From an optimization exercise on the open Yosys and OpenROAD flow, aimed at small area, a short achievable clock period and few clock cycles; shortcuts taken in it are not production practice. In this exercise RTL edits were held to simulation tests only and were not proved equivalent to the original. Power is estimated from default activity; no workload was simulated.

## v57
Design nearest_neighbor_zoom_nx, start of the top module:
module nearest_neighbor_zoom_nx #(
  parameter int PIXEL_W    = nnz_pkg::PIXEL_W,
  parameter int MAX_SCALE  = nnz_pkg::MAX_SCALE,
  parameter int MAX_LINE_W = nnz_pkg::MAX_LINE_W,
  parameter int MAX_LINES  = nnz_pkg::MAX_LINES,
  parameter int SCALE_W    = $clog2(MAX_SCALE + 1),
  parameter int COL_W      = $clog2(MAX_LINE_W + 1),
  parameter int ROW_W      = $clog2(MAX_LINES + 1)
) (
  input  logic               clk,
  input  logic               reset_n,
  input  logic               start,
  input  logic [SCALE_W-1:0] scale,
  input  logic [COL_W-1:0]   src_width,
  input  logic [ROW_W-1:0]   src_height,
  input  logic               in_valid,
  input  logic [PIXEL_W-1:0] in_pixel,
  output logic               in_ready,
  output logic               out_valid,
  output logic [PIXEL_W-1:0] out_pixel,
  input  logic               out_ready,
  output logic               out_eol,
  output logic               busy,
  output logic               done,
  ...
export LEC_CHECK = 0
export CAP_MARGIN = 20
export CORE_MARGIN = 2
export CORE_UTILIZATION = 40
export CTS_CLUSTER_DIAMETER = 65
export CTS_CLUSTER_SIZE = 33
export SETUP_SLACK_MARGIN = 2.7
export SLEW_MARGIN = 20
create_clock -name core_clock -period 5.0 [get_ports {clk}]
standard.sh (not shown) runs the stock make flow with config.mk's settings and CLKGATE_MAP_FILE= SYNTH_SCRIPT=/design/flow/synth_recipe.tcl, a recipe that flattens the netlist after the stock synthesis.
==> flow/flow/run.sh <==
#!/bin/bash
# The standard layout, with two changes: clock tree synthesis inserts no dummy
# loads, and the port buffers are buf_2 cells. Everything else (synthesis,
# floorplan, power grid, placement, routing) is the standard.sh unchanged.
set -euo pipefail
export CTS_ARGS="-sink_clustering_enable -repair_clock_nets -sink_clustering_size 12 -sink_clustering_max_diameter 35 -sink_clustering_buffer sky130_fd_sc_hd__clkbuf_4 -dont_use_dummy_load"
export BUFFER_PORTS_ARGS="-buffer_cell sky130_fd_sc_hd__buf_2"
bash standard.sh > standard_flow.log 2>&1
Testbench counts of v57, summed over its fixed seeds: cycles 646,332.
Changes in v58 relative to v57:
==> flow/run.sh (new file) <==
#!/bin/bash
# synth_recipe.tcl (not shown) runs the flow's synth.tcl, then flattens the netlist and writes it again
# the make line also repeats each setting of config.mk as NAME=value (left out here)
make -C /OpenROAD-flow-scripts/flow DESIGN_CONFIG=/design/flow/config.mk WORK_HOME=/design/flow/orfs CLKGATE_MAP_FILE= SYNTH_SCRIPT=/design/flow/synth_recipe.tcl finish
removed: flow/flow/run.sh
removed: flow/standard.sh
Results
The switching part of the total power reported for v58 is greater than that of v57 by 0.32 points. Compared with v57, v58 shows a lower number of antenna violations at the first check in global routing. [compare] base=v57 new=v58: actual slew at the worst max-slew pin decreased by 0.0097 ns relative to the old numbers; total power higher; cell area climbed about 0.5%.
Input changes introduced in v15 (baseline for comparison: v58):
==> flow/flow/run.sh (new file) <==
#!/bin/bash
# The standard layout, with two changes: clock tree synthesis inserts no dummy
# loads, and the port buffers are buf_2 cells. Everything else (synthesis,
# floorplan, power grid, placement, routing) is the standard.sh unchanged.
set -euo pipefail
export CTS_ARGS="-sink_clustering_enable -repair_clock_nets -sink_clustering_size 20 -sink_clustering_max_diameter 45 -sink_clustering_buffer sky130_fd_sc_hd__clkbuf_8 -dont_use_dummy_load"
export BUFFER_PORTS_ARGS="-buffer_cell sky130_fd_sc_hd__buf_2"
bash standard.sh > standard_flow.log 2>&1
==> flow/standard.sh (new file) <==
#!/bin/bash
# synth_recipe.tcl (not shown) runs the flow's synth.tcl, then flattens the netlist and writes it again
# the make line also repeats each setting of config.mk as NAME=value (left out here)
make -C /OpenROAD-flow-scripts/flow DESIGN_CONFIG=/design/flow/config.mk WORK_HOME=/design/flow/orfs CLKGATE_MAP_FILE= SYNTH_SCRIPT=/design/flow/synth_recipe.tcl "${@:-finish}"
removed: flow/run.sh
### Flow results
- [compare] base=v58 new=v15: minimum clock period after layout decreased by 0.023 ns relative to the old numbers; pin count of the biggest net entering global routing decreased by about 20% relative to the old numbers; combined global-route utilization of all metal layers increased by 0.35 points relative to the old numbers.
- Diff v58 and v15: count of buffers not belonging to the clock network in the layout lower in v58
- v58 has higher proportion of power drawn by the clock network than v15.
- v58 -> v15: area occupied by registers flat
- Comparing v15 against v58, there is no change at all in number of synthesized flops with an enable pin.
- Sort v58 and v15 by non-filler instance count after layout, descending, and v15 comes first.
- Setup slack in v15 is larger than in v58.
- STATUS register-to-register slack: v15 wins against v58
Relative to v15, the following input files were edited for v17:
Settings: an added PLACE_DENSITY of 0.78; a change of CORE_UTILIZATION from 40 to 70.
==> results.txt <==
Across v17 and v15, the outcome is the same: a clean finish for every run. Re share of the cycle needed by the critical path after routing: v17 is 0.38 points down on v15. v15 reports its cell with the largest stage delay on the worst path as sky130_fd_sc_hd__edfxtp_1 while v17 reports sky130_fd_sc_hd__dfxtp_2. The overall power was comparable across v17 and v15. v17 vs. v15: switching power share of the total went up by 0.45 points. met2 as the layer carrying the most global-route usage was reported by v17, and met1 by v15. Arrival time at the worst endpoint was lower in the run labelled v15. From v15 to v17 the numbers moved as follows: post-cts repair resize count increased 11%, routed length on met3 up 16%.

## static timing again, ports no longer ideal
In the flow no input, the clock included, has a driving cell. The finished layouts below were timed again as built, in two steps.
Step 1 (the two cells are an assumption about what drives the block):
set clk [get_ports {clk}]
set_driving_cell -lib_cell sky130_fd_sc_hd__clkbuf_16 $clk
set_driving_cell -lib_cell sky130_fd_sc_hd__buf_2 [delete_from_list [all_inputs] $clk]
Step 2 moves the port delays by t, midway between the first and last clock arrival at a register: inputs arrive t later, outputs are due t later. That takes back most of the time a late clock gives input paths.
Three values: ideal ports, drivers, drivers and shift; two values: the first two.
| run | t (ns) | slack for setup (ns) | worst hold slack (ns) | slew at the worst register clock pin (ns) | pins driven straight from the clock port |
|---|---|---|---|---|---|
| v57 | 0.873 | 2.603 / 2.533 / 2.320 | 0.253 / 0.253 / 0.253 | 0.12 / 0.12 | 1 |
| v58 | 0.804 | 2.680 / 2.609 / 2.051 | 0.304 / 0.304 / 0.304 | 0.11 / 0.11 | 1 |
| v15 | 0.788 | 2.703 / 2.633 / 2.247 | 0.120 / 0.073 / 0.262 | 0.11 / 0.11 | 1 |
| v17 | 0.745 | 2.722 / 2.697 / 2.307 | 0.161 / 0.116 / 0.245 | 0.13 / 0.13 | 1 |
After both steps every run listed still meets setup and hold. For v58, which loses most, drivers alone change the setup slack by -0.071 ns; drivers and shift together by -0.629 ns.
